From an optimization exercise on the open Yosys and OpenROAD flow, aimed at small area, a short achievable clock period and few clock cycles per item; shortcuts taken in it are not production practice. Only simulation tests tie the RTL to the original design; equivalence was not proved. Power is estimated from default activity; no workload was simulated.

$ cat flow/run.sh
#!/bin/bash
# synth_recipe.tcl (not shown) runs the flow's synth.tcl, then flattens the netlist and writes it again
# the make line also repeats each setting of config.mk as NAME=value (left out here)
make -C /OpenROAD-flow-scripts/flow DESIGN_CONFIG=/design/flow/config.mk WORK_HOME=/design/flow/orfs CLKGATE_MAP_FILE= SYNTH_SCRIPT=/design/flow/synth_recipe.tcl finish
$ cat flow/constraint.sdc
create_clock -name core_clock -period 5.0 [get_ports {clk}]
set_input_delay 1.0000 -clock core_clock [delete_from_list [all_inputs] [get_ports {clk}]]
set_output_delay 1.0000 -clock core_clock [all_outputs]
set_load 0.01 [all_outputs]
$ cat flow/config.mk
export PLATFORM = sky130hd
export DESIGN_NAME = axi_block_bridge
export DESIGN_NICKNAME = axi_block_bridge
export VERILOG_FILES = /design/flow/design.v
export SDC_FILE = /design/flow/constraint.sdc
export NUM_CORES = 4
export LEC_CHECK = 0
export CAP_MARGIN = 20
export CORE_AREA = 10 10 490 490
export DIE_AREA = 0 0 500 500
export SLEW_MARGIN = 20
$ cat flow/design.v
module axi_block_bridge #(
  parameter int ADDR_WIDTH     = 64,
  parameter int AXI_DATA_WIDTH = 64,
  parameter int BLOCK_WIDTH    = 512
) (
  input  logic                        clk,
  input  logic                        arstn,
  input  logic                        i_start_read,
  input  logic                        i_start_write,
  input  logic [ADDR_WIDTH-1:0]       i_addr,
  input  logic [BLOCK_WIDTH-1:0]      i_data_block,
  output logic [BLOCK_WIDTH-1:0]      o_data_block,
  output logic                        o_read_last,
  output logic                        o_b_resp,
  output logic                        o_bus_error,
  output logic [ADDR_WIDTH-1:0]       m_araddr,
  output logic [7:0]                  m_arlen,
  output logic [2:0]                  m_arsize,
  output logic [1:0]                  m_arburst,
  output logic                        m_arvalid,
  input  logic                        m_arready,
  input  logic [AXI_DATA_WIDTH-1:0]   m_rdata,
  input  logic [1:0]                  m_rresp,
  input  logic                        m_rlast,
  input  logic                        m_rvalid,
  output logic                        m_rready,
  output logic [ADDR_WIDTH-1:0]       m_awaddr,
  output logic [7:0]                  m_awlen,
  output logic [2:0]                  m_awsize,
  output logic [1:0]                  m_awburst,
  output logic                        m_awvalid,
  input  logic                        m_awready,
  output logic [AXI_DATA_WIDTH-1:0]   m_wdata,
  output logic [AXI_DATA_WIDTH/8-1:0] m_wstrb,
  output logic                        m_wlast,
  output logic                        m_wvalid,
  input  logic                        m_wready,
  input  logic [1:0]                  m_bresp,
  input  logic                        m_bvalid,
  output logic                        m_bready
);
  localparam int BEATS = BLOCK_WIDTH / AXI_DATA_WIDTH;
  localparam int OFF_W = $clog2(BLOCK_WIDTH / 8);
  localparam logic [7:0] AX_LEN  = 8'(BEATS - 1);
  localparam logic [2:0] AX_SIZE = 3'($clog2(AXI_DATA_WIDTH / 8));
  logic                                 idle_q;
  logic                                 arvalid_q, rready_q, rdone_q;
  logic                                 awvalid_q, wvalid_q, bready_q, bdone_q;
  logic [BEATS-1:0]                     rptr_q, wptr_q;
  logic [ADDR_WIDTH-1:OFF_W]            addr_q;
  logic [BEATS-1:0][AXI_DATA_WIDTH-1:0] wbuf_q, rblk_q;
  logic                                 acc_w, acc_r, r_hs, b_hs, r_end, w_end;
  logic                                 awvalid_d, wvalid_d;
  assign acc_w = idle_q && i_start_write;
  assign acc_r = idle_q && !i_start_write && i_start_read;
  assign r_hs  = m_rvalid && rready_q;
  assign b_hs  = m_bvalid && bready_q;
  assign r_end = r_hs && rptr_q[BEATS-1];
  assign w_end = m_wready && wptr_q[BEATS-1];
  assign awvalid_d = acc_w || (awvalid_q && !m_awready);
  assign wvalid_d  = acc_w || (wvalid_q && !w_end);
  always_ff @(posedge clk or negedge arstn) begin
    if (!arstn) begin
      idle_q    <= 1'b1;
      arvalid_q <= 1'b0;
      rready_q  <= 1'b0;
      rdone_q   <= 1'b0;
      awvalid_q <= 1'b0;
      wvalid_q  <= 1'b0;
      bready_q  <= 1'b0;
      bdone_q   <= 1'b0;
      rptr_q    <= '0;
      wptr_q    <= '0;
    end else begin
      idle_q    <= idle_q ? !(i_start_write || i_start_read) : (rdone_q || bdone_q);
      arvalid_q <= acc_r || (arvalid_q && !m_arready);
      rready_q  <= (arvalid_q && m_arready) || (rready_q && !r_end);
      rdone_q   <= r_end;
      awvalid_q <= awvalid_d;
      wvalid_q  <= wvalid_d;
      bready_q  <= (bready_q && !m_bvalid) ||
                   (!awvalid_d && !wvalid_d && (awvalid_q || wvalid_q));
      bdone_q   <= b_hs;
      if (acc_r)     rptr_q <= BEATS'(1);
      else if (r_hs) rptr_q <= rptr_q << 1;
      if (acc_w)         wptr_q <= BEATS'(1);
      else if (m_wready) wptr_q <= wptr_q << 1;
    end
  end
  always_ff @(posedge clk) begin
    if (idle_q) begin
      addr_q <= i_addr[ADDR_WIDTH-1:OFF_W];
      wbuf_q <= i_data_block;
    end
  end
  always_ff @(posedge clk or negedge arstn) begin
    if (!arstn) rblk_q <= '0;
    else begin
      for (int k = 0; k < BEATS; k++)
        if (rptr_q[k]) rblk_q[k] <= m_rdata;
    end
  end
  always_comb begin
    m_wdata = '0;
    for (int k = 0; k < BEATS; k++)
      m_wdata = m_wdata | ({AXI_DATA_WIDTH{wptr_q[k]}} & wbuf_q[k]);
  end
  assign o_data_block = rblk_q;
  assign o_read_last  = rdone_q;
  assign o_b_resp     = bdone_q;
  assign m_arvalid = arvalid_q;
  assign m_rready  = rready_q;
  assign m_awvalid = awvalid_q;
  assign m_wvalid  = wvalid_q;
  assign m_bready  = bready_q;
  assign m_wlast   = wptr_q[BEATS-1];
  assign m_wstrb   = '1;
  assign m_araddr  = {addr_q, {OFF_W{1'b0}}};
  assign m_arlen   = AX_LEN;
  assign m_arsize  = AX_SIZE;
  assign m_arburst = 2'b01;
  assign m_awaddr  = {addr_q, {OFF_W{1'b0}}};
  assign m_awlen   = AX_LEN;
  assign m_awsize  = AX_SIZE;
  assign m_awburst = 2'b01;
  logic err_q;
  always_ff @(posedge clk or negedge arstn) begin
    if (!arstn) err_q <= 1'b0;
    else if ((r_hs && m_rresp != 2'b00) || (b_hs && m_bresp != 2'b00)) err_q <= 1'b1;
  end
  assign o_bus_error = err_q;
  logic unused_in;
  assign unused_in = &{1'b0, m_rlast, i_addr[OFF_W-1:0]};
endmodule
==> results of run 1 <==
==> Yosys cell counts, drive strengths merged <==
cell type,count
nand2,2
and3b,1
or2,2
o21ai,1
mux2i,7
buf,209
dfrtp,536
edfxtp,570
a22o,1
a21boi,1
and3,1
clkbuf,14
and2,2
o211ai,2
nand2b,1
nor2,9
a21o,3
dfstp,1
a21oi,7
nand3,7
a21bo,7
o31a,1
a22oi,256
nor2b,1
conb,2
nand4,64
o41ai,1
inv,3
mux2,512
==> critical path: stages (launching register included) <==
cell             delay [ps]
dfrtp_4                 710
a22oi_1                 730
nand4_1                 400
clkdlybuf4s50_1         610
==> flip-flops by register name (all words and copies together) (netlist names) <==
name	cells
wptr_q	8
wbuf_q	512
rblk_q	512
err_q	1
arvalid_q	1
wvalid_q	1
bready_q	1
awvalid_q	1
rptr_q	8
addr_q	58
rdone_q	1
rready_q	1
idle_q	1
bdone_q	1
==> final cells by class <==
class                           instances  share of cell area
Sequential cell                      1107              0.5025
Timing Repair Buffer                 1396              0.2287
Multi-Input combinational cell        935              0.1435
Tap cell                             3026             0.06213
Clock buffer                          162             0.05431
Clock inverter                         57            0.008295
Antenna cell                            9           0.0003696
Inverter                                3           0.0001848
==> routing by layer <==
layer / wire [um] / track usage / vias up
met4: 4709 / 0.03921 / 18
li1: - / - / 11081
met1: 67480 / 0.1541 / 13529
met3: 15780 / 0.04424 / 222
met2: 83630 / 0.2213 / 1331
met5: 112 / 0 / -
==> kinds of logic after synthesis <==
family,after synthesis
flip-flops,1107
multiplexers,519
AO/OA/AOI/OAI,280
buffers and inverters,226
AND/OR/NAND/NOR,90
other,2
==> where the power goes <==
part	total [mW]	leakage [nW]	internal [mW]	switching [mW]
clock network	8.65	1.85	4.92	3.73
registers	16.0	11.8	13.4	2.67
logic	15.0	8.41	8.25	6.76
==> stage by stage <==
step | instance area [um2] | hold slack, ps | std cells | util
floorplan | 40890 | 520.7 | 2268 | -
CTS | 60920 | 172.7 | 6686 | 0.2652
finish | 60940 | 235.7 | 6695 | 0.2653
global placement | 57100 | 469.2 | 6467 | 0.2486
detailed placement | 57100 | 474.7 | 6467 | 0.2486
global route | 60930 | 223.4 | 6690 | 0.2653
==> final timing paths <==
kind / from / end / slack, ps
setup / recovery: wptr_q[2] / m_wdata[62] / 690
hold / removal: arstn / rblk_q[387] / 240
setup reg to reg: idle_q / wbuf_q[98] / 2520
hold reg to reg: rblk_q[443] / rblk_q[443] / 490
max in group asynchronous: arstn / rblk_q[109] / 3520
min in group core_clock: rblk_q[443] / rblk_q[443] / 490
==> impl_metrics.env, run 1 <==
export IMPL_syn_to_final_growth_pct=49.65
export IMPL_setup_tns_ps=0
export IMPL_layout_nets=4214
export IMPL_timing_final_crit_share=0.8623
export IMPL_maxCapViolations=0
export IMPL_grt_overflow=0
export IMPL_ir_drop_uv=344.8
export IMPL_grt_pass1_wl_mm=232.9
export IMPL_hold_violations=0
export IMPL_drt_wl_total_mm=171.7
export IMPL_mappedNetlistArea_um2=40720
export IMPL_muxShareOfSynthArea=0.1459
export IMPL_endpoint_kind="output port"
export IMPL_dr_pass1_iters=5
export IMPL_synth_top_cell_by_area="edfxtp_1"
export IMPL_die_y_um=500
export IMPL_rows=176
export IMPL_max_freq_mhz=231.9
export IMPL_cp_max_fo=46
export IMPL_clockBufferDepth=3
export IMPL_setup_viol=0
export IMPL_fillers=23384
export IMPL_final_common_cell="clkdlybuf4s50_1"
export IMPL_hold_class="in -> async"
export IMPL_fp_dieArea_um2=250000
export IMPL_crit_type="reg -> out"
export IMPL_synth_xor_area_share=0
export IMPL_synth_area_leaders="edfxtp_1, dfrtp_1, mux2_2"
export IMPL_initial_core_util=0.1773
export IMPL_synth_top_family_by_area="multiplexers"
export IMPL_drc=0
export IMPL_yosys_warnings=1
export IMPL_start_kind="register"
export IMPL_routedWlPerCell_um=25.65
export IMPL_synth_ff_latch_count=1107
export IMPL_layout_common_cells="clkdlybuf4s50_1, edfxtp_1, dfrtp_1, mux2_2, a22oi_1"
export IMPL_place_ws_ps=1496
export IMPL_synth_cells=2224
export IMPL_final_antenna_net_count=0
export IMPL_arrival_ps=3310
export IMPL_cts_root_buffer="clkbuf_16"
export IMPL_ctsHoldBuffers=0
export IMPL_first_iter_violations=1853
export IMPL_area_sequential_um2=30620
export IMPL_syn_avg_cell_area_um2=18.31
export IMPL_synthAdderAreaFrac=0
export IMPL_synth_compound_area_frac=0.05165
export IMPL_fin_ws_ps=688.3
export IMPL_rsz0062_at_grt="no"
export IMPL_grt_usage=0.1298
export IMPL_cts_clk_slew_worst_paths_ps=60
export IMPL_synth_top_area_frac=0.4203
export IMPL_io_pins=1401
export IMPL_num_vias=26181
export IMPL_dp_hpwl_mm=132.9
export IMPL_grt_max_degree=146
export IMPL_portBuffers=1347
export IMPL_cts_resized=0
export IMPL_crit_required_ps=4000
export IMPL_rr_worst_depth=1
export IMPL_p_total_mw=39.70
export IMPL_worst_slew_pin_slew_ps=983.5
export IMPL_p_leak_nw=22.09
export IMPL_multi_input_area_um2=8746
export IMPL_status="no timing/DRC/antenna violations"
export IMPL_synth_cell_type_count=36
export IMPL_fp_dieW_um=500
export IMPL_fin_skew_ps=21.20
export IMPL_cts_htree_levels=3
export IMPL_clkLatencyLatePin_ps=750
export IMPL_vias_per_cell=3.911
export IMPL_coreArea_um2=229700
export IMPL_drive_above_1_share=0.2014
export IMPL_clock_sinks=1107
export IMPL_cts_buffers=117
export IMPL_relSlewSlack=0.3423
export IMPL_cts_tree="yes"
export IMPL_cellPowerDensity_nw_per_um2=651.5
export IMPL_yosys_area_share_simple=0.01300
export IMPL_slew_violations=0
export IMPL_fin_crit_ps=4312
export IMPL_post_cts_setup_buffers=0
export IMPL_gp_congestion=0.8837
export IMPL_ys_seq_area_frac=0.7504
export IMPL_antenna_found_initial=40
export IMPL_grt_pass1_vias=27712
Testbench counts, summed over its fixed seeds: cycles 47,467, items 3,200.
==> run 2, diff against run 1 <==
--- a/flow/design.v
+++ b/flow/design.v
@@ -48,14 +48,16 @@
   logic                                 awvalid_q, wvalid_q, bready_q, bdone_q;
   logic [BEATS-1:0]                     rptr_q, wptr_q;
   logic [ADDR_WIDTH-1:OFF_W]            addr_q;
-  logic [BEATS-1:0][AXI_DATA_WIDTH-1:0] wbuf_q, rblk_q;
+  logic [AXI_DATA_WIDTH-1:0]            wcur_q, wnext;
+  logic [BEATS-1:1][AXI_DATA_WIDTH-1:0] wbuf_q;
+  logic [BEATS-1:0][AXI_DATA_WIDTH-1:0] rblk_q;
   logic                                 acc_w, acc_r, r_hs, b_hs, r_end, w_end;
   logic                                 awvalid_d, wvalid_d;
   assign acc_w = idle_q && i_start_write;
   assign acc_r = idle_q && !i_start_write && i_start_read;
   assign r_hs  = m_rvalid && rready_q;
   assign b_hs  = m_bvalid && bready_q;
-  assign r_end = r_hs && rptr_q[BEATS-1];
+  assign r_end = m_rvalid && rptr_q[BEATS-1];
   assign w_end = m_wready && wptr_q[BEATS-1];
   assign awvalid_d = acc_w || (awvalid_q && !m_awready);
   assign wvalid_d  = acc_w || (wvalid_q && !w_end);
@@ -87,10 +89,18 @@
       else if (m_wready) wptr_q <= wptr_q << 1;
     end
   end
+  always_comb begin
+    wnext = '0;
+    for (int k = 1; k < BEATS; k++)
+      wnext = wnext | ({AXI_DATA_WIDTH{wptr_q[k-1]}} & wbuf_q[k]);
+  end
   always_ff @(posedge clk) begin
     if (idle_q) begin
       addr_q <= i_addr[ADDR_WIDTH-1:OFF_W];
-      wbuf_q <= i_data_block;
+      wbuf_q <= i_data_block[BLOCK_WIDTH-1:AXI_DATA_WIDTH];
+      wcur_q <= i_data_block[AXI_DATA_WIDTH-1:0];
+    end else if (m_wready) begin
+      wcur_q <= wnext;
     end
   end
   always_ff @(posedge clk or negedge arstn) begin
@@ -100,11 +110,6 @@
         if (rptr_q[k]) rblk_q[k] <= m_rdata;
     end
   end
-  always_comb begin
-    m_wdata = '0;
-    for (int k = 0; k < BEATS; k++)
-      m_wdata = m_wdata | ({AXI_DATA_WIDTH{wptr_q[k]}} & wbuf_q[k]);
-  end
   assign o_data_block = rblk_q;
   assign o_read_last  = rdone_q;
   assign o_b_resp     = bdone_q;
@@ -113,6 +118,7 @@
   assign m_awvalid = awvalid_q;
   assign m_wvalid  = wvalid_q;
   assign m_bready  = bready_q;
+  assign m_wdata   = wcur_q;
   assign m_wlast   = wptr_q[BEATS-1];
   assign m_wstrb   = '1;
   assign m_araddr  = {addr_q, {OFF_W{1'b0}}};
==> flow/flow/run.sh (new file) <==
#!/bin/bash
# The standard ORFS layout, with plain buffers on the ports (instead of the delay cells
# buffer_ports picks by default) and the pins on the top and bottom edges only, one met2
# track apart, so the die can be small. Every ORFS step keeps its own log under orfs/logs/;
# make's output goes to make.log.
set -euo pipefail
bash standard.sh \
  BUFFER_PORTS_ARGS="-buffer_cell sky130_fd_sc_hd__buf_1" \
  PLACE_PINS_ARGS="-min_distance 1 -min_distance_in_tracks -exclude left:* -exclude right:*" \
  finish > make.log 2>&1
==> flow/standard.sh (new file) <==
#!/bin/bash
# synth_recipe.tcl (not shown) runs the flow's synth.tcl, then flattens the netlist and writes it again
# the make line also repeats each setting of config.mk as NAME=value (left out here)
make -C /OpenROAD-flow-scripts/flow DESIGN_CONFIG=/design/flow/config.mk WORK_HOME=/design/flow/orfs CLKGATE_MAP_FILE= SYNTH_SCRIPT=/design/flow/synth_recipe.tcl "${@:-finish}"
--- a/flow/config.mk
+++ b/flow/config.mk
@@ -6,6 +6,9 @@
 export NUM_CORES = 4
 export LEC_CHECK = 0
 export CAP_MARGIN = 20
-export CORE_AREA = 10 10 490 490
-export DIE_AREA = 0 0 500 500
+export CORE_AREA = 3 3 337 227
+export CTS_CLUSTER_DIAMETER = 80
+export CTS_CLUSTER_SIZE = 30
+export DIE_AREA = 0 0 340 230
+export SETUP_SLACK_MARGIN = 2.7
 export SLEW_MARGIN = 20
removed: flow/run.sh
==> run 2 against run 1 <==
Against the previous run: the run now fails in 5_1_grt; area after synthesis down 0.10%; synthesized cell count grew 0.13%.
==> impl_metrics.env, run 2 <==
export IMPL_status="aborted with a tool error"
export IMPL_stop_stage="5_1_grt"
export IMPL_error_line="[ERROR GRT-0116] Global routing finished with congestion. Check the congestion regions in the DRC Viewer."
export IMPL_yosys_warnings=1
export IMPL_synthAdderAreaFrac=0
export IMPL_dp_hpwl_mm=115.9
export IMPL_ys_async_sr_fraction=0.4851
export IMPL_dp_cells=4422
export IMPL_synth_top_family_by_area="multiplexers"
export IMPL_synth_ff_latch_count=1107
export IMPL_clockBufferDepth=3
export IMPL_cts_buffers=43
export IMPL_cts_root_buffer="clkbuf_16"
export IMPL_synth_top_flop_cell="edfxtp_1"
export IMPL_synth_cell_type_count=24
export IMPL_synth_xor_area_share=0
export IMPL_synth_compound_area_frac=0.04168
export IMPL_grt_pass1_wl_mm=228.0
export IMPL_io_pins=1401
export IMPL_yosys_area_share_simple=0.01163
export IMPL_syn_avg_cell_area_um2=18.27
export IMPL_synth_area_leaders="edfxtp_1, dfrtp_1, mux2_2"
export IMPL_synthTopCellsByCount="mux2_2, edfxtp_1, dfrtp_1, a22oi_1, buf_4"
export IMPL_ys_seq_area_frac=0.7511
export IMPL_cts_htree_levels=2
export IMPL_gp_congestion=1.008
export IMPL_grt_pass1_vias=29444
export IMPL_die_y_um=230
export IMPL_grt_max_degree=134
export IMPL_synth_edf_count=570
export IMPL_mappedNetlistArea_um2=40680
export IMPL_rows=81
export IMPL_grt_overflow=2
export IMPL_muxShareOfSynthArea=0.1614
export IMPL_clock_sinks=1107
export IMPL_fp_dieW_um=340
export IMPL_synth_top_cell_by_area="edfxtp_1"
export IMPL_initial_core_util=0.5536
export IMPL_synth_top_area_frac=0.4208
export IMPL_yosysMostFrequentCell="mux2_2"
export IMPL_synth_cells=2227
export IMPL_grt_usage=0.4279
export IMPL_portBuffers=1347
-- run 2: cell types whose count changed after synthesis, sizes merged, moves of 4 or more --
cell    previous run  this run
a21bo              7         0
nand3              7        71
o21ai              1         5
nand2              2        14
mux2             512       577
nand4             64         0
a222oi             0        64
buf              209       175
clkbuf            14        46
a22oi            256       128
-- run 2: metrics by stage --
stage                     worst slack, ps  TNS (ps)  instance area [um2]
after global placement               2085         0                46170
after floorplan                    -124.5     -7967                40870
after detailed placement             2060         0                46170
after CTS                            2618         0                47780
-- run 2: timing repair --
action	in CTS
setup buffers	2
endpoints found under the setup margin	484
cloned	2
gates resized for setup	173
hold buffers	0
hold endpoints to repair	0
-- run 2: cells by family after synthesis --
logic type             count (synthesis)
flip-flops                          1107
multiplexers                         584
buffers and inverters                226
AO/OA/AOI/OAI                        209
AND/OR/NAND/NOR                       99
other                                  2
-- run 2: how the worst min path moves through the flow --
stage                      end  slack (ps)  depth (start not counted)
global placement         err_q         460                          2
CTS                 addr_q[62]         490                          1
floorplan                err_q         510                          2
detailed placement       err_q         480                          2
-- run 2: layer usage --
metal	GRT overflow	track usage
met5	0	0.01348
met4	0	0.6112
met3	0	0.1109
met2	2	0.6707
met1	0	0.3895
-- run 2: power groups by stage --
stage	clock, mW	combinational, mW	sequential [mW]
floorplan	0	5.16	16.6
global placement	0	10.9	15.6
detailed placement	0	11.2	15.8
CTS	4.54	11.5	15.5
Testbench counts of run 2, summed over its fixed seeds: cycles 47,467, items 3,200.
==> run 3, diff against run 2 <==
--- a/flow/config.mk
+++ b/flow/config.mk
@@ -10,5 +10,5 @@
 export CTS_CLUSTER_DIAMETER = 80
 export CTS_CLUSTER_SIZE = 30
 export DIE_AREA = 0 0 340 230
-export SETUP_SLACK_MARGIN = 2.7
+export SETUP_SLACK_MARGIN = 3.0
 export SLEW_MARGIN = 20
==> run 3 against run 2 <==
Against the previous run: the flow again stops in 5_1_grt; synthesized cell count did not move; area after synthesis did not move.
==> impl_metrics.env, run 3 <==
export IMPL_status="aborted with a tool error"
export IMPL_stop_stage="5_1_grt"
export IMPL_error_line="[ERROR GRT-0116] Global routing finished with congestion. Check the congestion regions in the DRC Viewer."
export IMPL_synth_cells=2227
export IMPL_grt_max_degree=107
export IMPL_initial_core_util=0.5536
export IMPL_synth_top_area_frac=0.4208
export IMPL_yosysMostFrequentCell="mux2_2"
export IMPL_synth_top_cell_by_area="edfxtp_1"
export IMPL_synth_area_leaders="edfxtp_1, dfrtp_1, mux2_2"
export IMPL_ys_async_sr_fraction=0.4851
export IMPL_yosys_warnings=1
export IMPL_syn_avg_cell_area_um2=18.27
export IMPL_mappedNetlistArea_um2=40680
export IMPL_yosys_area_share_simple=0.01163
export IMPL_die_y_um=230
export IMPL_ctsHoldBuffers=0
export IMPL_muxShareOfSynthArea=0.1614
export IMPL_synth_xor_area_share=0
export IMPL_synth_cell_type_count=24
export IMPL_clockBufferDepth=3
export IMPL_synthAdderAreaFrac=0
export IMPL_synth_compound_area_frac=0.04168
export IMPL_fp_dieW_um=340
export IMPL_synth_top_family_by_area="multiplexers"
export IMPL_ys_seq_area_frac=0.7511
export IMPL_cts_htree_levels=2
export IMPL_synth_top_flop_cell="edfxtp_1"
export IMPL_clock_sinks=1107
export IMPL_cts_buffers=43
export IMPL_synthTopCellsByCount="mux2_2, edfxtp_1, dfrtp_1, a22oi_1, buf_4"
export IMPL_gp_congestion=1.008
export IMPL_grt_usage=0.4448
export IMPL_placed_area_um2=46170
export IMPL_dp_hpwl_mm=115.9
export IMPL_cts_root_buffer="clkbuf_16"
export IMPL_io_pins=1401
export IMPL_portBuffers=1347
export IMPL_synth_ff_latch_count=1107
export IMPL_grt_pass1_vias=30565
export IMPL_synth_edf_count=570
export IMPL_rows=81
export IMPL_grt_pass1_wl_mm=237.0
export IMPL_grt_overflow=2
-- run 3: cell counts after synthesis --
No cell type changed its count.
-- run 3: power groups by stage --
stage	Combinational, mW	Sequential, mW	Clock (mW)
2_1_floorplan	5.16	16.6	0
3_3_place_gp	10.9	15.6	0
3_5_place_dp	11.2	15.8	0
4_1_cts	15.1	15.7	4.54
-- run 3: cells by family after synthesis --
logic type	Yosys count
mux	584
simple gates	99
other cells	2
compound gates	209
buf+inv	226
flops	1107
-- run 3: repair_timing --
item	CTS
setup endpoints to repair	1504
buffers inserted	127
gates cloned	5
pin swaps	1
gates resized for setup	1399
-- run 3: how the worst max path moves through the flow --
stage          startpoint          end  slack, ps  cells past startpoint
3_5_place_dp     m_wready   wcur_q[38]       2060                      3
4_1_cts        wcur_q[30]  m_wdata[30]       2620                      1
3_3_place_gp     m_wready   wcur_q[37]       2090                      3
2_1_floorplan      idle_q    wcur_q[0]       -120                      3
-- run 3: through the flow --
step	std cells	setup TNS, ps	setup WS [ps]
floorplan	2271	-7967	-124.5
CTS	4626	0	2620
global placement	4422	0	2085
detailed placement	4422	0	2060
-- run 3: routing by layer --
metal / GRT overflow / GRT usage
met1: 0 / 0.4190
met5: 0 / 0.007966
met3: 1 / 0.1171
met4: 0 / 0.6167
met2: 1 / 0.6895
==> run 4, diff against run 3 <==
==> flow/flow/run.sh (replaced) <==
#!/bin/bash
# The standard ORFS layout, with plain buffers on the ports instead of the delay cells
# buffer_ports picks by default. Every ORFS step keeps its own log under orfs/logs/;
# make's output goes to make.log.
set -euo pipefail
bash standard.sh \
  BUFFER_PORTS_ARGS="-buffer_cell sky130_fd_sc_hd__buf_1" \
  finish > make.log 2>&1
--- a/flow/config.mk
+++ b/flow/config.mk
@@ -6,9 +6,9 @@
 export NUM_CORES = 4
 export LEC_CHECK = 0
 export CAP_MARGIN = 20
-export CORE_AREA = 3 3 337 227
+export CORE_AREA = 3 3 407 407
 export CTS_CLUSTER_DIAMETER = 80
 export CTS_CLUSTER_SIZE = 30
-export DIE_AREA = 0 0 340 230
-export SETUP_SLACK_MARGIN = 3.0
+export DIE_AREA = 0 0 410 410
+export SETUP_SLACK_MARGIN = 2.7
 export SLEW_MARGIN = 20
==> run 4 against run 3 <==
Against the previous run: now clean on timing, DRC and antenna; area after synthesis unchanged; synthesized cell count unchanged.
==> impl_metrics.env, run 4 <==
export IMPL_status="no timing/DRC/antenna violations"
export IMPL_netSwitchingFraction=0.3523
export IMPL_worst_slew_pin_slew_ps=1042
export IMPL_grt_pass1_wl_mm=204.9
export IMPL_num_vias=26142
export IMPL_endpoint_kind="output port"
export IMPL_cts_tree="yes"
export IMPL_cts_clk_slew_worst_paths_ps=100
export IMPL_gp_congestion=0.8797
export IMPL_vias_per_cell=4.471
export IMPL_drc=0
export IMPL_synth_top_flop_cell="edfxtp_1"
export IMPL_p_leak_nw=20.85
export IMPL_sequentialPowerShare=0.446
export IMPL_timing_final_crit_share=0.4899
export IMPL_syn_to_final_growth_pct=32.10
export IMPL_final_antenna_net_count=0
export IMPL_startpoint="wcur_q[14]"
export IMPL_drive_above_1_share=0.4037
export IMPL_mappedNetlistArea_um2=40680
export IMPL_crit_path_cell_trace="buf_1"
export IMPL_slew_violations=0
export IMPL_hold_violations=0
export IMPL_p_total_mw=35.59
export IMPL_dp_hpwl_mm=112.3
export IMPL_hold_class="in -> async"
export IMPL_final_cells=5847
export IMPL_io_pins=1401
export IMPL_cp_num_cells=1
export IMPL_largest_reg_flops=512
export IMPL_p_switching_mw=12.54
export IMPL_synth_ff_latch_count=1107
export IMPL_synth_cell_type_count=24
export IMPL_die_y_um=410
export IMPL_layout_common_cells="buf_1, mux2_2, edfxtp_1, dfrtp_1, buf_6"
export IMPL_r2r_slack_ps=2690
export IMPL_fin_crit_ps=2449
export IMPL_hold_ws_ps=411.7
export IMPL_ir_drop_uv=381.1
export IMPL_cellPowerDensity_nw_per_um2=662.3
export IMPL_routedWlPerCell_um=26.04
export IMPL_grt_overflow=0
export IMPL_cts_htree_levels=2
export IMPL_synth_top_cell_by_area="edfxtp_1"
export IMPL_synth_edf_count=570
export IMPL_fp_dieW_um=410
export IMPL_relSlewSlack=0.3053
export IMPL_fin_ws_ps=2551
export IMPL_dr_pass1_iters=6
export IMPL_yosysMostFrequentCell="mux2_2"
export IMPL_cp_top_family="flip-flops"
export IMPL_maxCapViolations=0
export IMPL_yosys_warnings=1
export IMPL_first_iter_violations=2438
export IMPL_reg2reg_to="wcur_q[5]"
export IMPL_ys_seq_area_frac=0.7511
export IMPL_clockBufferDepth=3
export IMPL_portBuffers=1347
export IMPL_pwr_share_clk=0.170
export IMPL_p_comb_frac=0.384
export IMPL_largest_register="rblk_q"
export IMPL_synth_area_leaders="edfxtp_1, dfrtp_1, mux2_2"
export IMPL_rows=147
export IMPL_fin_area_um2=53740
export IMPL_initial_core_util=0.2522
export IMPL_cp_num_buf_inv=1
export IMPL_cts_buffers=60
export IMPL_reg_largest_list="rblk_q x512, wbuf_q x448, wcur_q x64"
export IMPL_synth_top_area_frac=0.4208
export IMPL_crit_type="reg -> out"
export IMPL_clkLatencyLatePin_ps=720
export IMPL_slowest_delay_ps=520
export IMPL_crit_required_ps=4000
export IMPL_arrival_ps=1450
export IMPL_r2r_start="wptr_q[2]"
export IMPL_rr_worst_depth=4
export IMPL_antenna_found_initial=52
export IMPL_synthTopCellsByCount="mux2_2, edfxtp_1, dfrtp_1, a22oi_1, buf_4"
export IMPL_dp_cells=5600
export IMPL_layout_nets=4273
export IMPL_grt_usage=0.1709
export IMPL_synth_cells=2227
export IMPL_coreArea_um2=161300
export IMPL_max_freq_mhz=408.3
export IMPL_cts_root_buffer="clkbuf_16"
export IMPL_setup_viol=0
export IMPL_final_common_cell="buf_1"
export IMPL_fillers=15818
export IMPL_rsz0062_at_grt="yes"
export IMPL_grt_max_degree=138
export IMPL_start_kind="register"
export IMPL_cp_max_fo=1
export IMPL_syn_avg_cell_area_um2=18.27
export IMPL_ys_async_sr_fraction=0.4851
export IMPL_place_ws_ps=1903
export IMPL_ctsHoldBuffers=0
export IMPL_critPathSlowestCell="edfxtp_1"
export IMPL_fp_dieArea_um2=168100
export IMPL_clock_sinks=1107
export IMPL_p_int_mw=23.05
export IMPL_placed_area_um2=47660
export IMPL_fin_skew_ps=34.44
export IMPL_grt_pass1_vias=25984
export IMPL_drt_wl_total_mm=152.3
-- run 4: cell type report --
| type | count | area (um2) | area share |
|---|---|---|---|
| Sequential cell | 1107 | 30620 | 0.5697 |
| Timing Repair Buffer | 1505 | 9164 | 0.1705 |
| Multi-Input combinational cell | 940 | 8950 | 0.1665 |
| Tap cell | 2160 | 2703 | 0.05029 |
| Clock buffer | 64 | 1559 | 0.02901 |
| Clock inverter | 48 | 681.9 | 0.01269 |
| Antenna cell | 18 | 45.04 | 0.0008382 |
| Inverter | 5 | 18.77 | 0.0003493 |
-- run 4: worst max-delay path by stage --
stage,endpoint,slack [ps]
2_1_floorplan,wcur_q[0],-120
3_3_place_gp,wcur_q[1],1930
3_5_place_dp,wcur_q[31],1900
4_1_cts,m_wdata[7],2470
5_1_grt,m_wdata[14],2510
6_report,m_wdata[14],2550
-- run 4: kinds of logic (layout without fill, tap and decap cells) --
logic type | Yosys count | count (layout) | synth area share
flops | 1107 | 1107 | 0.7511
mux | 584 | 584 | 0.1614
buf+inv | 226 | 1622 | 0.03396
compound gates | 209 | 209 | 0.04168
simple gates | 99 | 101 | 0.01163
other cells | 2 | 64 | 0.0001846
-- run 4: repair_timing --
item                                    in CTS  in global routing
pin swaps                                    4                  4
endpoints found under the setup margin     793                646
hold endpoints to repair                     0                  0
gates resized for setup                    847                308
setup buffers                               68                 46
cloned                                       2                  1
-- run 4: per-stage QoR --
stage	TNS (ps)	util
floorplan	-7967	-
global placement	0	0.2955
detailed placement	0	0.2955
CTS	0	0.3277
global route	0	0.3330
finish	0	0.3331
-- run 4: routing by layer --
metal / part of all wire / wire, um / track usage
met1: 0.36 / 54210 / 0.1964
met3: 0.079 / 12060 / 0.04036
met4: 0.044 / 6674 / 0.06949
met5: 0.0013 / 199 / 0
met2: 0.52 / 79110 / 0.3047
-- run 4: power groups by stage --
stage	Combinational (mW)	Sequential, mW	Clock (mW)
floorplan	5.16	16.6	0
global placement	10.7	15.8	0
detailed placement	10.9	15.9	0
CTS	13.3	15.9	6.21
global route	14.4	16.2	6.53
finish	13.7	15.9	6.04
==> run 5, diff against run 4 <==
==> flow/flow/run.sh (replaced) <==
#!/bin/bash
# The standard ORFS layout, with plain buffers on the ports instead of the delay cells
# buffer_ports picks by default, and the top and bottom pins on met2 and met4, so the die
# can be small. Every ORFS step keeps its own log under orfs/logs/; make's output goes to
# make.log.
set -euo pipefail
bash standard.sh \
  BUFFER_PORTS_ARGS="-buffer_cell sky130_fd_sc_hd__buf_1" \
  IO_PLACER_V="met2 met4" \
  finish > make.log 2>&1
--- a/flow/config.mk
+++ b/flow/config.mk
@@ -6,9 +6,9 @@
 export NUM_CORES = 4
 export LEC_CHECK = 0
 export CAP_MARGIN = 20
-export CORE_AREA = 3 3 407 407
+export CORE_AREA = 3 3 307 307
 export CTS_CLUSTER_DIAMETER = 80
 export CTS_CLUSTER_SIZE = 30
-export DIE_AREA = 0 0 410 410
+export DIE_AREA = 0 0 310 310
 export SETUP_SLACK_MARGIN = 2.7
 export SLEW_MARGIN = 20
==> run 5 against run 4 <==
Against the previous run: still clean; power shrank 9.9%; die area is 43% lower; critical path depth is the same; largest power group unchanged.
==> impl_metrics.env, run 5 <==
export IMPL_fin_skew_ps=24.83
export IMPL_fin_area_um2=48660
export IMPL_cts_root_buffer="clkbuf_16"
export IMPL_fp_dieArea_um2=96100
export IMPL_reg2reg_to="wcur_q[33]"
export IMPL_cts_tree="yes"
export IMPL_synth_edf_count=570
export IMPL_drive_above_1_share=0.2616
export IMPL_layout_nets=4146
export IMPL_hold_violations=0
export IMPL_ctsHoldBuffers=0
export IMPL_arrival_ps=1340
export IMPL_ys_seq_area_frac=0.7511
export IMPL_worst_slew_pin_slew_ps=990.2
export IMPL_place_ws_ps=1779
export IMPL_mappedNetlistArea_um2=40680
export IMPL_syn_to_final_growth_pct=19.62
export IMPL_critPathSlowestCell="edfxtp_1"
export IMPL_reg_largest_list="rblk_q x512, wbuf_q x448, wcur_q x64"
export IMPL_endpoint_kind="output port"
export IMPL_routedWlPerCell_um=32.19
export IMPL_cts_buffers=49
export IMPL_clock_sinks=1107
export IMPL_p_leak_nw=18.19
export IMPL_hold_class="in -> async"
export IMPL_coreArea_um2=90840
export IMPL_placed_area_um2=46410
export IMPL_grt_pass1_vias=26728
export IMPL_cts_clk_slew_worst_paths_ps=110
export IMPL_synth_ff_latch_count=1107
export IMPL_first_iter_violations=2780
export IMPL_synth_top_flop_cell="edfxtp_1"
export IMPL_maxCapViolations=0
export IMPL_r2r_start="wptr_q[3]"
export IMPL_synth_top_area_frac=0.4208
export IMPL_clockBufferDepth=3
export IMPL_portBuffers=1347
export IMPL_start_kind="register"
export IMPL_dp_hpwl_mm=115.1
export IMPL_fin_crit_ps=2337
export IMPL_synth_cell_type_count=24
export IMPL_gp_congestion=0.9725
export IMPL_slew_violations=0
export IMPL_cp_top_family="flip-flops"
export IMPL_crit_required_ps=4000
export IMPL_hold_ws_ps=448.6
export IMPL_final_antenna_net_count=0
export IMPL_synthTopCellsByCount="mux2_2, edfxtp_1, dfrtp_1, a22oi_1, buf_4"
export IMPL_fp_dieW_um=310
export IMPL_rsz0062_at_grt="yes"
export IMPL_ir_drop_uv=401.2
export IMPL_drt_wl_total_mm=153.4
export IMPL_relSlewSlack=0.3398
export IMPL_cellPowerDensity_nw_per_um2=658.7
export IMPL_layout_common_cells="buf_1, mux2_2, edfxtp_1, dfrtp_1, buf_2"
export IMPL_setup_viol=0
export IMPL_clkLatencyLatePin_ps=650
export IMPL_synth_cells=2227
export IMPL_antenna_found_initial=87
export IMPL_timing_final_crit_share=0.4674
export IMPL_syn_avg_cell_area_um2=18.27
export IMPL_ys_async_sr_fraction=0.4851
export IMPL_fin_ws_ps=2663
export IMPL_final_common_cell="buf_1"
export IMPL_synth_area_leaders="edfxtp_1, dfrtp_1, mux2_2"
export IMPL_grt_pass1_wl_mm=206.0
export IMPL_cp_num_buf_inv=1
export IMPL_grt_max_degree=104
export IMPL_yosysMostFrequentCell="mux2_2"
export IMPL_crit_type="reg -> out"
export IMPL_io_pins=1401
export IMPL_vias_per_cell=5.525
export IMPL_max_freq_mhz=427.9
export IMPL_grt_overflow=0
export IMPL_slowest_delay_ps=510
export IMPL_largest_reg_flops=512
export IMPL_p_total_mw=32.05
export IMPL_cts_htree_levels=2
export IMPL_synth_top_cell_by_area="edfxtp_1"
export IMPL_r2r_slack_ps=2670
export IMPL_drc=0
export IMPL_num_vias=26338
export IMPL_rows=110
export IMPL_largest_register="rblk_q"
export IMPL_yosys_warnings=1
export IMPL_die_y_um=310
export IMPL_crit_path_cell_trace="clkbuf_2"
export IMPL_rr_worst_depth=4
export IMPL_initial_core_util=0.4478
export IMPL_status="no timing/DRC/antenna violations"
export IMPL_cp_max_fo=2
export IMPL_dr_pass1_iters=7
export IMPL_grt_usage=0.3049
[run 5: cells by family after synthesis]
logic type / count (synthesis) / share of synthesized area
compound gates: 209 / 0.04168
buf+inv: 226 / 0.03396
flops: 1107 / 0.7511
mux: 584 / 0.1614
other cells: 2 / 0.0001846
simple gates: 99 / 0.01163
[run 5: where the power goes]
part | leakage [nW] | internal, mW | switching [mW]
clock network | 0.754 | 1.99 | 2.97
logic | 5.60 | 4.84 | 6.83
registers | 11.8 | 13.4 | 2.02
[run 5: how the worst max path moves through the flow]
stage / startpoint / end / slack (ps) / cells past startpoint
6_report: addr_q[26] / m_araddr[26] / 2660 / 1
5_1_grt: addr_q[26] / m_araddr[26] / 2630 / 1
4_1_cts: addr_q[26] / m_araddr[26] / 2630 / 1
3_5_place_dp: m_wready / wcur_q[10] / 1780 / 3
3_3_place_gp: m_wready / wcur_q[8] / 1850 / 3
2_1_floorplan: idle_q / wcur_q[0] / -120 / 3
[run 5: layout make-up]
cell class / count / area, um2
fillers: 7741 / 42180
diodes: 66 / 165.2
well taps: 1176 / 1471
inverters: 5 / 18.77
repair buffers: 1389 / 5903
clock buffers: 59 / 1284
clock inverters: 25 / 290.3
flip-flops and latches: 1107 / 30600
multi-input cells: 940 / 8931
[run 5: per-layer routing]
layer	vias to the layer above	GRT usage	share of wire	wire (um)
met4	22	0.2814	0.11	17630
met2	1491	0.4969	0.48	73180
li1	10944	-	-	-
met5	-	0.006927	0.00089	137
met3	664	0.08576	0.086	13130
met1	13217	0.3200	0.32	49360
[run 5: what timing repair did]
action                     CTS  global route
setup buffers                6             1
gates resized for setup    194            32
gates cloned                 4             0
pin swaps                    2             2
setup endpoints to repair  411            41
[run 5: metrics by stage]
step	std cells	utilization	TNS [ps]
floorplan	2271	-	-7967
global placement	4606	0.5109	0
detailed placement	4606	0.5109	0
CTS	4700	0.5331	0
global route	4748	0.5352	0
finish	4767	0.5357	0
==> run 6, diff against run 5 <==
--- a/flow/config.mk
+++ b/flow/config.mk
@@ -10,5 +10,5 @@
 export CTS_CLUSTER_DIAMETER = 80
 export CTS_CLUSTER_SIZE = 30
 export DIE_AREA = 0 0 310 310
-export SETUP_SLACK_MARGIN = 2.7
+export SETUP_SLACK_MARGIN = 3.0
 export SLEW_MARGIN = 20
==> run 6 against run 5 <==
Against the previous run: sequential share of layout area down 5.7 points; hold slack better by 7.6 ps; clock-buffer cell count stayed put; global-route usage up 0.79 points; clock power about the same; register-to-register slack gained 230 ps; critical path depth is the same; utilization up 5.4 points; power rose by 13%; final area is 10% higher; sequential cell count unchanged; still clean on timing, DRC and antenna.
==> impl_metrics.env, run 6 <==
export IMPL_status="no timing/DRC/antenna violations"
export IMPL_netSwitchingFraction=0.3479
export IMPL_p_leak_nw=21.42
export IMPL_grt_pass1_vias=27408
export IMPL_synthTopCellsByCount="mux2_2, edfxtp_1, dfrtp_1, a22oi_1, buf_4"
export IMPL_synth_top_cell_by_area="edfxtp_1"
export IMPL_fin_skew_ps=27.19
export IMPL_crit_type="reg -> out"
export IMPL_slew_violations=0
export IMPL_hold_violations=0
export IMPL_synth_edf_count=570
export IMPL_coreArea_um2=90840
export IMPL_setup_viol=0
export IMPL_die_y_um=310
export IMPL_cts_htree_levels=2
export IMPL_fp_dieArea_um2=96100
export IMPL_cp_max_fo=2
export IMPL_hold_class="in -> async"
export IMPL_crit_path_cell_trace="clkbuf_2"
export IMPL_cp_top_family="flip-flops"
export IMPL_clkLatencyLatePin_ps=650
export IMPL_start_kind="register"
export IMPL_reg_largest_list="rblk_q x512, wbuf_q x448, wcur_q x64"
export IMPL_first_iter_violations=2778
export IMPL_cts_clk_slew_worst_paths_ps=110
export IMPL_portBuffers=1347
export IMPL_antenna_found_initial=88
export IMPL_syn_avg_cell_area_um2=18.27
export IMPL_initial_core_util=0.4478
export IMPL_arrival_ps=1330
export IMPL_routedWlPerCell_um=32.12
export IMPL_max_freq_mhz=428.3
export IMPL_syn_to_final_growth_pct=31.63
export IMPL_timing_final_crit_share=0.4670
export IMPL_synth_ff_latch_count=1107
export IMPL_yosys_warnings=1
export IMPL_clockBufferDepth=3
export IMPL_rsz0062_at_grt="yes"
export IMPL_cp_num_buf_inv=1
export IMPL_drive_above_1_share=0.4290
export IMPL_sequentialPowerShare=0.433
export IMPL_synth_top_flop_cell="edfxtp_1"
export IMPL_p_comb_frac=0.430
export IMPL_synth_cells=2227
export IMPL_grt_pass1_wl_mm=211.2
export IMPL_mappedNetlistArea_um2=40680
export IMPL_largest_reg_flops=512
export IMPL_fp_dieW_um=310
export IMPL_maxCapViolations=0
export IMPL_cts_root_buffer="clkbuf_16"
export IMPL_rows=110
export IMPL_ctsHoldBuffers=0
export IMPL_vias_per_cell=5.501
export IMPL_cts_tree="yes"
export IMPL_critPathSlowestCell="edfxtp_1"
export IMPL_p_switching_mw=12.59
export IMPL_relSlewSlack=0.4295
export IMPL_final_antenna_net_count=0
export IMPL_grt_overflow=0
export IMPL_slowest_delay_ps=510
export IMPL_final_common_cell="buf_1"
export IMPL_synth_top_area_frac=0.4208
export IMPL_yosysMostFrequentCell="mux2_2"
export IMPL_ys_seq_area_frac=0.7511
export IMPL_layout_common_cells="buf_1, mux2_2, edfxtp_1, dfrtp_1, buf_6"
export IMPL_synth_cell_type_count=24
export IMPL_endpoint_kind="output port"
export IMPL_drt_wl_total_mm=158.6
export IMPL_num_vias=27171
export IMPL_grt_usage=0.3128
export IMPL_pwr_share_clk=0.138
export IMPL_dp_hpwl_mm=115.1
export IMPL_io_pins=1401
export IMPL_ys_async_sr_fraction=0.4851
export IMPL_drc=0
export IMPL_fillers=7215
export IMPL_gp_congestion=0.9725
export IMPL_grt_max_degree=104
export IMPL_p_total_mw=36.20
export IMPL_setup_tns_ps=0
export IMPL_crit_required_ps=4000
export IMPL_fin_crit_ps=2335
export IMPL_clock_sinks=1107
export IMPL_synth_area_leaders="edfxtp_1, dfrtp_1, mux2_2"
export IMPL_layout_nets=4320
export IMPL_largest_register="rblk_q"
export IMPL_dr_pass1_iters=8
export IMPL_ir_drop_uv=404.6
export IMPL_cts_buffers=49
export IMPL_cellPowerDensity_nw_per_um2=676.1
export IMPL_p_int_mw=23.61
export IMPL_worst_slew_pin_slew_ps=855.7
## run 6: cell counts after synthesis
No cell type changed its count.
## run 6: final cells by class
class | count | area (um2) | area share
sequential | 1107 | 30610 | 0.5716
timing repair buffer | 1563 | 10760 | 0.2009
clock inverter | 25 | 290.3 | 0.005421
antenna | 64 | 160.2 | 0.002991
inverter | 5 | 18.77 | 0.0003505
multi-input combinational | 940 | 8961 | 0.1673
clock buffer | 59 | 1284 | 0.02397
tap | 1176 | 1471 | 0.02748
## run 6: repair_timing
action	CTS	global route
cloned	8	0
setup buffers	110	67
setup endpoints to repair	1401	776
pin swaps	7	15
endpoints found under the hold margin	0	0
gates resized for setup	1207	296
## run 6: cell families (layout without fill, tap and decap cells)
group / count (synthesis) / count (layout) / synth area share
other: 2 / 110 / 0.0001846
DFF: 1107 / 1107 / 0.7511
muxes: 584 / 584 / 0.1614
AOI/OAI and AO/OA: 209 / 209 / 0.04168
buffers and inverters: 226 / 1652 / 0.03396
and+or+nand+nor: 99 / 101 / 0.01163
## run 6: worst paths after layout
check                                  start           end  slack (ps)  depth (start not counted)
max                               addr_q[26]  m_araddr[26]        2670                          1
min                                    arstn   rblk_q[272]         460                          1
max reg2reg                        wptr_q[2]    wcur_q[56]        2900                          5
min in group core_clock    i_data_block[187]   wbuf_q[123]         500                          1
max in group asynchronous              arstn   rblk_q[402]        3400                          2
min reg2reg                      rblk_q[289]   rblk_q[289]         520                          1
## run 6: power by group through the flow
stage               Clock, mW  Combinational [mW]  Sequential, mW
floorplan                   0                5.16            16.6
global placement            0                11.0            15.6
detailed placement          0                11.3            15.7
CTS                      5.09                14.8            15.6
global route             5.41                16.2            16.0
finish                   4.99                15.5            15.7
## run 6: per-stage QoR
| step | cells | setup WS (ps) | hold WS [ps] | cell area (um2) | util |
|---|---|---|---|---|---|
| CTS | 4808 | 2630 | 441.6 | 52280 | 0.5755 |
| global placement | 4606 | 1852 | 466.5 | 46410 | 0.5109 |
| global route | 4927 | 2623 | 463.3 | 53520 | 0.5892 |
| floorplan | 2271 | -124.5 | 506.2 | 40870 | - |
| finish | 4939 | 2665 | 456.2 | 53550 | 0.5895 |
| detailed placement | 4606 | 1779 | 468.7 | 46410 | 0.5109 |
## run 6: routing by layer
metal	vias to the layer above	wire length, um	track usage
met5	-	124	0
met4	20	17940	0.2885
met3	659	13070	0.08712
met2	1568	76270	0.5122
met1	13647	51240	0.3274
li1	11277	-	-
==> run 7, diff against run 6 <==
--- a/flow/config.mk
+++ b/flow/config.mk
@@ -10,5 +10,5 @@
 export CTS_CLUSTER_DIAMETER = 80
 export CTS_CLUSTER_SIZE = 30
 export DIE_AREA = 0 0 310 310
-export SETUP_SLACK_MARGIN = 3.0
+export SETUP_SLACK_MARGIN = 2.85
 export SLEW_MARGIN = 20
==> run 7 against run 6 <==
Against the previous run: sequential cell count is the same; area after synthesis is the same; combinational power decreased by 3%; still clean on timing, DRC and antenna; non-clock buffer count decreased by 22; hold slack lost 2.8 ps; die area did not move; via count shrank 0.47%; cell count is 0.30% lower.
==> impl_metrics.env, run 7 <==
export IMPL_drive_above_1_share=0.4253
export IMPL_synthTopCellsByCount="mux2_2, edfxtp_1, dfrtp_1, a22oi_1, buf_4"
export IMPL_crit_type="reg -> out"
export IMPL_maxCapViolations=0
export IMPL_gp_congestion=0.9725
export IMPL_cp_top_family="flip-flops"
export IMPL_start_kind="register"
export IMPL_arrival_ps=1330
export IMPL_yosysMostFrequentCell="mux2_2"
export IMPL_timing_final_crit_share=0.4669
export IMPL_layout_nets=4298
export IMPL_portBuffers=1347
export IMPL_rsz0062_at_grt="yes"
export IMPL_slew_violations=0
export IMPL_critPathSlowestCell="edfxtp_1"
export IMPL_largest_reg_flops=512
export IMPL_grt_usage=0.3093
export IMPL_synth_edf_count=570
export IMPL_mappedNetlistArea_um2=40680
export IMPL_syn_avg_cell_area_um2=18.27
export IMPL_yosys_warnings=1
export IMPL_ir_drop_uv=403.7
export IMPL_largest_register="rblk_q"
export IMPL_synth_area_leaders="edfxtp_1, dfrtp_1, mux2_2"
export IMPL_setup_viol=0
export IMPL_max_freq_mhz=428.4
export IMPL_grt_overflow=0
export IMPL_fin_skew_ps=31.40
export IMPL_ys_async_sr_fraction=0.4851
export IMPL_clockBufferDepth=3
export IMPL_synth_ff_latch_count=1107
export IMPL_slowest_delay_ps=510
export IMPL_clkLatencyLatePin_ps=660
export IMPL_ys_seq_area_frac=0.7511
export IMPL_cp_max_fo=2
export IMPL_hold_ws_ps=453.4
export IMPL_reg_largest_list="rblk_q x512, wbuf_q x448, wcur_q x64"
export IMPL_layout_common_cells="buf_1, mux2_2, edfxtp_1, dfrtp_1, buf_6"
export IMPL_worst_slew_pin_slew_ps=848.7
export IMPL_p_leak_nw=21.21
export IMPL_cts_clk_slew_worst_paths_ps=110
export IMPL_dr_pass1_iters=9
export IMPL_endpoint_kind="output port"
export IMPL_initial_core_util=0.4478
export IMPL_fin_util=0.5850
export IMPL_cellPowerDensity_nw_per_um2=674.4
export IMPL_routedWlPerCell_um=31.76
export IMPL_status="no timing/DRC/antenna violations"
export IMPL_clock_sinks=1107
export IMPL_grt_pass1_vias=27273
export IMPL_synth_cells=2227
export IMPL_synth_top_flop_cell="edfxtp_1"
export IMPL_rows=110
export IMPL_io_pins=1401
export IMPL_cp_num_buf_inv=1
export IMPL_hold_class="in -> async"
export IMPL_synth_top_cell_by_area="edfxtp_1"
export IMPL_ctsHoldBuffers=0
export IMPL_dp_hpwl_mm=115.1
export IMPL_cts_htree_levels=2
export IMPL_fin_crit_ps=2334
export IMPL_crit_path_cell_trace="clkbuf_2"
export IMPL_first_iter_violations=2774
export IMPL_drt_wl_total_mm=156.4
export IMPL_crit_required_ps=4000
export IMPL_synth_top_area_frac=0.4208
export IMPL_coreArea_um2=90840
export IMPL_grt_pass1_wl_mm=209.1
export IMPL_final_common_cell="buf_1"
export IMPL_num_vias=27044
export IMPL_hold_violations=0
export IMPL_die_y_um=310
export IMPL_synth_cell_type_count=24
export IMPL_syn_to_final_growth_pct=30.62
export IMPL_cts_root_buffer="clkbuf_16"
export IMPL_grt_max_degree=104
export IMPL_fp_dieArea_um2=96100
export IMPL_antenna_found_initial=93
export IMPL_relSlewSlack=0.4342
export IMPL_cts_tree="yes"
export IMPL_fp_dieW_um=310
export IMPL_vias_per_cell=5.492
export IMPL_cts_buffers=49
export IMPL_final_antenna_net_count=0
export IMPL_drc=0
run 7: report_power, final:
group	switching, mW	internal [mW]	total (mW)	leakage (nW)
combinational	7.12	7.96	15.1	8.62
clock	3.00	1.99	4.99	0.754
sequential	2.34	13.4	15.8	11.8
run 7: metrics by stage:
step                      setup slack, ps  area (um2)  cells  total power, mW  setup TNS (ps)
final                                2666       53140   4924            35.84               0
after detailed placement             1779       46410   4606            26.96               0
after CTS                            2630       51980   4793            35.24               0
after global placement               1852       46410   4606            26.60               0
after floorplan                    -124.5       40870   2271            21.74           -7967
after global routing                 2623       53090   4903            37.24               0
run 7: final timing paths:
check	from	to	slack, ps	cells past startpoint
worst min register to register	rblk_q[289]	rblk_q[289]	520	1
max in group asynchronous	arstn	rblk_q[444]	3400	2
worst max-delay path	addr_q[28]	m_araddr[28]	2670	1
worst max register to register	wptr_q[4]	wcur_q[33]	2890	4
min in group core_clock	i_data_block[485]	wbuf_q[421]	500	1
worst min-delay path	arstn	rblk_q[143]	450	1
run 7: final cells by class:
cell class	instances	area, um2
Antenna cell	71	177.7
Clock buffer	59	1284
Clock inverter	25	290.3
Fill cell	7254	37700
Inverter	5	18.77
Multi-Input combinational cell	940	8939
Sequential cell	1107	30600
Tap cell	1176	1471
Timing Repair Buffer	1541	10350
run 7: per-layer routing:
metal  track usage  wire, um  vias up
li1              -         -    11234
met1        0.3218     50220    13511
met2        0.5116     75370     1585
met3       0.08842     12970      690
met4        0.2757     17650       24
met5             0       164        -
run 7: repair_timing:
action / in CTS / in global routing
buffers inserted: 98 / 60
resized for setup: 1189 / 282
pin swaps: 3 / 3
cloned: 5 / 0
setup endpoints to repair: 1284 / 745
run 7: cell families (layout without fill, tap and decap cells):
group | after synthesis | count (layout) | share of synthesized area
AO/OA/AOI/OAI | 209 | 209 | 0.04168
flip-flops | 1107 | 1107 | 0.7511
other | 2 | 117 | 0.0001846
AND/OR/NAND/NOR | 99 | 101 | 0.01163
multiplexers | 584 | 584 | 0.1614
buffers and inverters | 226 | 1630 | 0.03396
==> run 8, diff against run 7 <==
--- a/flow/config.mk
+++ b/flow/config.mk
@@ -7,8 +7,8 @@
 export LEC_CHECK = 0
 export CAP_MARGIN = 20
 export CORE_AREA = 3 3 307 307
-export CTS_CLUSTER_DIAMETER = 80
-export CTS_CLUSTER_SIZE = 30
+export CTS_CLUSTER_DIAMETER = 70
+export CTS_CLUSTER_SIZE = 25
 export DIE_AREA = 0 0 310 310
-export SETUP_SLACK_MARGIN = 2.85
+export SETUP_SLACK_MARGIN = 2.55
 export SLEW_MARGIN = 20
==> run 8 against run 7 <==
Against the previous run: still clean; register-to-register slack worse by 500 ps; clock skew shrank 6.0 ps; hold slack worse by 14 ps; combinational power is 25% lower; utilization shrank 4.9 points; global-route usage decreased by 0.77 points; power decreased by 9.4%; non-clock buffer count down 158; fmax decreased by 10%; final area decreased by 8.4%; sequential cell count is the same; sequential power barely moved; critical path type is now reg -> reg; critical endpoint is now wcur_q[9]; largest cell class unchanged; highest routed layer unchanged.
==> impl_metrics.env, run 8 <==
export IMPL_status="no timing/DRC/antenna violations"
export IMPL_reg_largest_list="rblk_q x512, wbuf_q x448, wcur_q x64"
export IMPL_io_pins=1401
export IMPL_p_total_mw=32.45
export IMPL_critPathSlowestCell="dfstp_4"
export IMPL_fin_crit_ps=2607
export IMPL_clockBufferDepth=3
export IMPL_syn_avg_cell_area_um2=18.27
export IMPL_hold_class="in -> async"
export IMPL_fp_dieArea_um2=96100
export IMPL_gp_congestion=0.9725
export IMPL_place_ws_ps=1779
export IMPL_fin_util=0.5356
export IMPL_r2r_slack_ps=2390
export IMPL_synth_top_area_frac=0.4208
export IMPL_hold_violations=0
export IMPL_worst_slew_pin_slew_ps=1065
export IMPL_ys_seq_area_frac=0.7511
export IMPL_routedWlPerCell_um=31.92
export IMPL_cp_top_family="flip-flops"
export IMPL_dr_pass1_iters=10
export IMPL_rsz0062_at_grt="yes"
export IMPL_vias_per_cell=5.558
export IMPL_grt_max_degree=207
export IMPL_synth_top_cell_by_area="edfxtp_1"
export IMPL_timing_final_crit_share=0.5215
export IMPL_largest_register="rblk_q"
export IMPL_coreArea_um2=90840
export IMPL_dp_hpwl_mm=115.1
export IMPL_grt_pass1_vias=26641
export IMPL_cts_clk_slew_worst_paths_ps=90
export IMPL_p_leak_nw=17.77
export IMPL_grt_usage=0.3017
export IMPL_layout_nets=4148
export IMPL_crit_required_ps=5410
export IMPL_layout_common_cells="buf_1, mux2_2, edfxtp_1, dfrtp_1, a22oi_1"
export IMPL_fin_area_um2=48650
export IMPL_fp_dieW_um=310
export IMPL_cts_htree_levels=2
export IMPL_num_vias=26532
export IMPL_startpoint="idle_q"
export IMPL_synth_edf_count=570
export IMPL_drive_above_1_share=0.2120
export IMPL_drc=0
export IMPL_synthTopCellsByCount="mux2_2, edfxtp_1, dfrtp_1, a22oi_1, buf_4"
export IMPL_rr_worst_depth=2
export IMPL_cellPowerDensity_nw_per_um2=667.0
export IMPL_synth_top_flop_cell="edfxtp_1"
export IMPL_fin_ws_ps=2393
export IMPL_initial_core_util=0.4478
export IMPL_slew_violations=0
export IMPL_placed_area_um2=46410
export IMPL_synth_ff_latch_count=1107
export IMPL_synth_area_leaders="edfxtp_1, dfrtp_1, mux2_2"
export IMPL_yosys_warnings=1
export IMPL_setup_viol=0
export IMPL_die_y_um=310
export IMPL_antenna_found_initial=88
export IMPL_grt_pass1_wl_mm=204.3
export IMPL_crit_path_cell_trace="buf_16 -> mux2_2"
export IMPL_drt_wl_total_mm=152.4
export IMPL_fin_skew_ps=25.39
export IMPL_cp_max_fo=206
export IMPL_maxCapViolations=0
export IMPL_reg2reg_to="wcur_q[9]"
export IMPL_first_iter_violations=2828
export IMPL_rows=110
export IMPL_portBuffers=1347
export IMPL_arrival_ps=3020
export IMPL_cts_buffers=58
export IMPL_endpoint_kind="register"
export IMPL_relSlewSlack=0.2898
export IMPL_ys_async_sr_fraction=0.4851
export IMPL_mappedNetlistArea_um2=40680
export IMPL_cp_num_buf_inv=1
export IMPL_ctsHoldBuffers=0
export IMPL_clkLatencyLatePin_ps=660
export IMPL_r2r_start="idle_q"
export IMPL_largest_reg_flops=512
export IMPL_crit_type="reg -> reg"
export IMPL_syn_to_final_growth_pct=19.60
export IMPL_yosysMostFrequentCell="mux2_2"
export IMPL_grt_overflow=0
export IMPL_cts_root_buffer="clkbuf_16"
export IMPL_synth_cells=2227
export IMPL_ir_drop_uv=342.6
export IMPL_max_freq_mhz=383.5
export IMPL_start_kind="register"
export IMPL_cts_tree="yes"
export IMPL_synth_cell_type_count=24
export IMPL_final_antenna_net_count=0
export IMPL_final_common_cell="buf_1"
export IMPL_slowest_delay_ps=1010
export IMPL_clock_sinks=1107
[run 8: cell counts after synthesis]
Identical to the previous run, type by type.
[run 8: stage by stage]
step,cells,setup TNS (ps),hold WS [ps]
after floorplan,2271,-7967,506.2
after global placement,4606,0,466.5
after detailed placement,4606,0,468.7
after CTS,4710,0,429.9
after global routing,4759,0,459.5
final,4774,0,439.3
[run 8: metal layers]
metal | global-route usage | up-vias | share of wire
met1 | 0.3220 | 13264 | 0.32
met2 | 0.4874 | 1606 | 0.48
li1 | - | 10959 | -
met5 | 0 | - | 0.0014
met4 | 0.2804 | 30 | 0.11
met3 | 0.08229 | 673 | 0.084
[run 8: cell families after synthesis]
logic type      Yosys count  synth area share
mux                     584            0.1614
other cells               2         0.0001846
simple gates             99           0.01163
compound gates          209           0.04168
flops                  1107            0.7511
buf+inv                 226           0.03396
[run 8: area by class of cell]
cell class,count,area [um2]
Tap cell,1176,1471
Timing Repair Buffer,1383,5494
Antenna cell,61,152.6
Clock inverter,31,366.6
Multi-Input combinational cell,939,8925
Inverter,5,18.77
Fill cell,7703,42180
Sequential cell,1107,30600
Clock buffer,72,1629
[run 8: power breakdown]
| group | switching, mW | internal [mW] | total [mW] |
|---|---|---|---|
| clock | 3.07 | 2.60 | 5.68 |
| sequential | 2.07 | 13.4 | 15.5 |
| combinational | 6.73 | 4.55 | 11.3 |
| total | 11.9 | 20.6 | 32.5 |
[run 8: repair_timing]
item | CTS | global route
pin swaps | 1 | 1
gates resized for setup | 21 | 5
endpoints found under the setup margin | 76 | 59
cloned | 1 | 0
setup buffers | 0 | 3
[run 8: how the worst max path moves through the flow]
stage	slack, ps	to	depth (start not counted)
floorplan	-120	wcur_q[0]	3
global placement	1850	wcur_q[8]	3
detailed placement	1780	wcur_q[10]	3
CTS	2440	wcur_q[16]	2
global route	2340	wcur_q[29]	2
finish	2390	wcur_q[9]	2
==> run 9, diff against run 8 <==
--- a/flow/design.v
+++ b/flow/design.v
@@ -45,7 +45,7 @@
   localparam logic [2:0] AX_SIZE = 3'($clog2(AXI_DATA_WIDTH / 8));
   logic                                 idle_q;
   logic                                 arvalid_q, rready_q, rdone_q;
-  logic                                 awvalid_q, wvalid_q, bready_q, bdone_q;
+  logic                                 awvalid_q, wvalid_q, bready_q;
   logic [BEATS-1:0]                     rptr_q, wptr_q;
   logic [ADDR_WIDTH-1:OFF_W]            addr_q;
   logic [AXI_DATA_WIDTH-1:0]            wcur_q, wnext;
@@ -70,11 +70,10 @@
       awvalid_q <= 1'b0;
       wvalid_q  <= 1'b0;
       bready_q  <= 1'b0;
-      bdone_q   <= 1'b0;
       rptr_q    <= '0;
       wptr_q    <= '0;
     end else begin
-      idle_q    <= idle_q ? !(i_start_write || i_start_read) : (rdone_q || bdone_q);
+      idle_q    <= idle_q ? !(i_start_write || i_start_read) : (rdone_q || b_hs);
       arvalid_q <= acc_r || (arvalid_q && !m_arready);
       rready_q  <= (arvalid_q && m_arready) || (rready_q && !r_end);
       rdone_q   <= r_end;
@@ -82,7 +81,6 @@
       wvalid_q  <= wvalid_d;
       bready_q  <= (bready_q && !m_bvalid) ||
                    (!awvalid_d && !wvalid_d && (awvalid_q || wvalid_q));
-      bdone_q   <= b_hs;
       if (acc_r)     rptr_q <= BEATS'(1);
       else if (r_hs) rptr_q <= rptr_q << 1;
       if (acc_w)         wptr_q <= BEATS'(1);
@@ -112,7 +110,7 @@
   end
   assign o_data_block = rblk_q;
   assign o_read_last  = rdone_q;
-  assign o_b_resp     = bdone_q;
+  assign o_b_resp     = b_hs;
   assign m_arvalid = arvalid_q;
   assign m_rready  = rready_q;
   assign m_awvalid = awvalid_q;
--- a/flow/config.mk
+++ b/flow/config.mk
@@ -10,5 +10,5 @@
 export CTS_CLUSTER_DIAMETER = 70
 export CTS_CLUSTER_SIZE = 25
 export DIE_AREA = 0 0 310 310
-export SETUP_SLACK_MARGIN = 2.55
+export SETUP_SLACK_MARGIN = 2.7
 export SLEW_MARGIN = 20
==> run 9 against run 8 <==
Against the previous run: global-route usage up 0.27 points; sequential power barely moved; largest cell class unchanged; combinational power is 11% higher.
==> impl_metrics.env, run 9 <==
export IMPL_cts_buffers=60
export IMPL_synthAdderAreaFrac=0
export IMPL_drive_above_1_share=0.3239
export IMPL_layout_common_cells="buf_1, mux2_2, edfxtp_1, dfrtp_1, buf_2"
export IMPL_cp_num_buf_inv=1
export IMPL_coreArea_um2=90840
export IMPL_fin_skew_ps=33.49
export IMPL_grt_max_degree=101
export IMPL_relSlewSlack=0.3083
export IMPL_setup_viol=0
export IMPL_yosysMostFrequentCell="mux2_2"
export IMPL_p_switching_mw=12.30
export IMPL_synthTopCellsByCount="mux2_2, edfxtp_1, dfrtp_1, a22oi_1, buf_4"
export IMPL_drt_wl_total_mm=154.1
export IMPL_hold_class="in -> async"
export IMPL_dr_pass1_iters=9
export IMPL_synth_ff_latch_count=1106
export IMPL_largest_reg_flops=512
export IMPL_synth_cells=2226
export IMPL_status="no timing/DRC/antenna violations"
export IMPL_p_int_mw=21.68
export IMPL_clock_sinks=1106
export IMPL_die_y_um=310
export IMPL_layout_nets=4182
export IMPL_netSwitchingFraction=0.3619
export IMPL_slew_violations=0
export IMPL_clkLatencyLatePin_ps=690
export IMPL_drc=0
export IMPL_rsz0062_at_grt="yes"
export IMPL_cellPowerDensity_nw_per_um2=677.0
export IMPL_mappedNetlistArea_um2=40650
export IMPL_synth_top_cell_by_area="edfxtp_1"
export IMPL_fin_util=0.5525
export IMPL_synth_top_area_frac=0.4211
export IMPL_fp_dieW_um=310
export IMPL_grt_pass1_vias=27041
export IMPL_final_antenna_net_count=0
export IMPL_fillers=7525
export IMPL_initial_core_util=0.4475
export IMPL_crit_required_ps=4000
export IMPL_syn_to_final_growth_pct=23.46
export IMPL_clockBufferDepth=3
export IMPL_portBuffers=1347
export IMPL_critPathSlowestCell="edfxtp_1"
export IMPL_yosys_area_share_simple=0.01163
export IMPL_dp_hpwl_mm=115.9
export IMPL_synth_compound_area_frac=0.04171
export IMPL_endpoint_kind="output port"
export IMPL_rows=110
run 9: area by class of cell:
| class | instances | area (um2) | area share |
|---|---|---|---|
| tap | 1176 | 1471 | 0.02932 |
| clock inverter | 32 | 436.7 | 0.008700 |
| inverter | 5 | 18.77 | 0.0003739 |
| multi-input combinational | 940 | 8941 | 0.1781 |
| antenna | 52 | 130.1 | 0.002593 |
| clock buffer | 71 | 1638 | 0.03263 |
| timing repair buffer | 1415 | 6972 | 0.1389 |
| sequential | 1106 | 30580 | 0.6093 |
run 9: worst paths after layout:
path,start,endpoint,slack [ps],depth (start not counted)
max,wcur_q[33],m_wdata[33],2520,1
min reg2reg,rblk_q[108],rblk_q[108],510,1
min,arstn,rblk_q[277],380,1
min in group core_clock,i_addr[42],addr_q[42],460,1
max in group asynchronous,arstn,rblk_q[414],3440,2
max reg2reg,wptr_q[2],wcur_q[29],2760,4
run 9: power by group through the flow:
stage | combinational [mW] | clock (mW) | sequential [mW]
finish | 12.5 | 5.80 | 15.6
global route | 13.2 | 6.22 | 16.0
CTS | 12.4 | 5.92 | 15.6
detailed placement | 11.3 | 0 | 15.8
global placement | 11.1 | 0 | 15.7
floorplan | 5.17 | 0 | 16.6
run 9: kinds of logic after synthesis:
kind of cell           Yosys count
flip-flops                    1106
AO/OA/AOI/OAI                  209
other                            2
multiplexers                   584
AND/OR/NAND/NOR                 99
buffers and inverters          226
run 9: repair_timing:
item	in CTS	in global routing
resized for setup	528	98
setup buffers	24	10
endpoints found under the setup margin	713	178
hold buffers	0	0
pin swaps	2	1
cloned	3	1
endpoints found under the hold margin	0	0
run 9: metal layers:
layer,wire length [um],GRT usage,vias to the layer above,part of all wire
met5,152,0,-,0.00099
met4,16260,0.2544,22,0.11
met3,13470,0.08719,703,0.087
met2,73730,0.4973,1633,0.48
met1,50520,0.3289,13306,0.33
li1,-,-,11000,-
run 9: per-stage QoR:
stage / hold slack [ps] / worst slack (ps) / std cells / total power [mW] / TNS (ps)
final: 382.1 / 2518 / 4797 / 33.98 / 0
after global routing: 404.0 / 2451 / 4785 / 35.33 / 0
after CTS: 373.1 / 2443 / 4734 / 33.94 / 0
after detailed placement: 473.3 / 1801 / 4604 / 27.12 / 0
after global placement: 475.7 / 1852 / 4604 / 26.77 / 0
after floorplan: 506.2 / -124.5 / 2270 / 21.75 / -7967
Testbench counts of run 9, summed over its fixed seeds: cycles 45,951, items 3,200.

Setup slack of run 9, layout unchanged: 2.518 ns with ideal ports, 2.447 ns with driving cells assumed (clock clkbuf_16, inputs buf_2), 2.077 ns with port delays also shifted by the 0.747 ns mid clock arrival.
